Background: an optimization exercise with open tools, aiming at small area, a short achievable clock period and few clock cycles per item. Do not read the settings as production practice.
Only simulation tests tie the RTL to the original design; equivalence was not proved.
No activity file was given, so power comes from the tool's default toggle rates.

== north ==
==> flow/design.v (excerpt) <==
module dualIssueCore (
    input  logic            clk,
    input  logic            arstN,
    input  logic            enable,
    input  logic            issueValid,
    input  isaPkg::word_t   instr1,
    input  isaPkg::word_t   instr2,
    output logic            wbValid1,
    output logic            wbValid2,
    output logic            wbWriteEn1,
    output logic            wbWriteEn2,
    output isaPkg::regIdx_t wbReg1,
    output isaPkg::regIdx_t wbReg2,
    output isaPkg::word_t   wbData1,
    output isaPkg::word_t   wbData2
);
    logic [pipePkg::laneCount*2-1:0][4:0]  readAddr;
    logic [pipePkg::laneCount*2-1:0][31:0] readData;
    logic [pipePkg::laneCount*2-1:0]       readOk;
    isaPkg::word_t                         lane1DataN;
    isaPkg::word_t                         lane2DataN;
    logic            exValid;
    logic            resultValid;
    logic            lane1ExWriteEn;
    isaPkg::regIdx_t lane1ExDest;
    logic            lane2ExWriteEn;
    isaPkg::regIdx_t lane2ExDest;
    logic            lane1WriteEn;
    isaPkg::regIdx_t lane1Dest;
    isaPkg::word_t   lane1Data;
    logic            lane2WriteEn;
    isaPkg::regIdx_t lane2Dest;
    isaPkg::word_t   lane2Data;
  ...
==> flow/config.mk <==
export PLATFORM = sky130hd
export DESIGN_NAME = dualIssueCore
export DESIGN_NICKNAME = dualIssueCore
export VERILOG_FILES = /design/flow/design.v
export SDC_FILE = /design/flow/constraint.sdc
export NUM_CORES = 4
export LEC_CHECK = 0
export CAP_MARGIN = 20
export CORE_MARGIN = 2
export CORE_UTILIZATION = 50
export SETUP_SLACK_MARGIN = 2.5
export SLEW_MARGIN = 20
export BUFFER_PORTS_ARGS = -buffer_cell sky130_fd_sc_hd__buf_4
==> flow/constraint.sdc <==
create_clock -name core_clock -period 6.5 [get_ports {clk}]
set_input_delay 1.3000 -clock core_clock [delete_from_list [all_inputs] [get_ports {clk}]]
set_output_delay 1.3000 -clock core_clock [all_outputs]
set_load 0.01 [all_outputs]
standard.sh (not shown) runs the stock make flow with config.mk's settings and CLKGATE_MAP_FILE= SYNTH_SCRIPT=/design/flow/synth_recipe.tcl, a recipe that flattens the netlist after the stock synthesis.
==> flow/flow/run.sh <==
#!/bin/bash
set -euo pipefail
cat >> config.mk <<'EOC'
export BUFFER_PORTS_ARGS = -buffer_cell sky130_fd_sc_hd__buf_4
EOC
bash standard.sh > standard.log 2>&1
north finished all stages; the layout is clean.
Testbench counts of north, summed over its fixed seeds: cycles 24,016, pairs 24,000.
#### Input delta (south over north)
==> flow/run.sh (new file) <==
#!/bin/bash
# synth_recipe.tcl (not shown) runs the flow's synth.tcl, then flattens the netlist and writes it again
# the make line also repeats each setting of config.mk as NAME=value (left out here)
make -C /OpenROAD-flow-scripts/flow DESIGN_CONFIG=/design/flow/config.mk WORK_HOME=/design/flow/orfs CLKGATE_MAP_FILE= SYNTH_SCRIPT=/design/flow/synth_recipe.tcl finish
-- flow/config.mk --
<<< north, line 10
export CORE_UTILIZATION = 50
>>> south, line 10
export CORE_UTILIZATION = 45
export CTS_BUF_LIST = sky130_fd_sc_hd__clkbuf_8
<<< north, line 13
export BUFFER_PORTS_ARGS = -buffer_cell sky130_fd_sc_hd__buf_4
>>> south, line 14
removed: flow/flow/run.sh
removed: flow/standard.sh
[summary]
Compared with north, in south sequential cell area share level; final RePlAce weighted congestion now sits higher; final period demand of the worst path increased by 0.14 ns relative to the old numbers.
south reports its slowest cell on the critical path as o211ai_1 while north reports and3b_2.
No run among north and south stopped early or left any final violation; all are clean.
Going from north to south, maximum frequency went down; final worst-path cycle share went up.
south: slew of the pin with the lowest slew margin is 0.056 ns higher than what north reported.
What east does differently from south at the input level:
==> flow/flow/run.sh (new file) <==
#!/bin/bash
set -euo pipefail
cat >> config.mk <<'EOC'
export BUFFER_PORTS_ARGS = -buffer_cell sky130_fd_sc_hd__buf_4
EOC
bash standard.sh > standard.log 2>&1
==> flow/standard.sh (new file) <==
#!/bin/bash
# synth_recipe.tcl (not shown) runs the flow's synth.tcl, then flattens the netlist and writes it again
# the make line also repeats each setting of config.mk as NAME=value (left out here)
make -C /OpenROAD-flow-scripts/flow DESIGN_CONFIG=/design/flow/config.mk WORK_HOME=/design/flow/orfs CLKGATE_MAP_FILE= SYNTH_SCRIPT=/design/flow/synth_recipe.tcl "${@:-finish}"
-- flow/config.mk --
<<< south, line 14
>>> east, line 14
export BUFFER_PORTS_ARGS = -buffer_cell sky130_fd_sc_hd__buf_4
removed: flow/run.sh
Findings:
Area after detailed placement, east and south: larger value in south. The power on east is in line with that on south. Relative to south, number of cells after detailed placement has gone down in east. Diff south -> east: vias after detailed routing neither gained nor lost much, wire length of the first global-routing pass lost about 1.6%, maximum number of pins on one net before global-route repair picked up an extra 6.

re-timing with driven ports:
How much do the figures lean on ideal ports? The routed layouts below were timed once more, with nothing changed but the port constraints. Step 1 assumes that a clkbuf_16 drives the clock port and a buf_2 every other input. Step 2 adds t to the input delays and takes it off the output delays; t is the mean of the earliest and latest rising clock arrival at the registers after step 1. Input paths then give back, and output paths get back, about the clock's delay inside the block. a / b / c = no drivers / after step 1 / after step 2; a / b = the first two.
run	t, ns	setup slack, ns	worst setup path after step 2	worst register clock-pin slew, ns
north	0.954	2.260 / 2.336 / 1.382	input to register	0.07 / 0.07
south	1.196	2.119 / 2.144 / 0.949	input to register	0.07 / 0.07
east	1.189	2.316 / 2.393 / 1.204	input to register	0.08 / 0.08
After both steps every run listed still meets setup and hold. For south, which loses most, drivers alone change the setup slack by +0.025 ns; drivers and shift together by -1.170 ns.
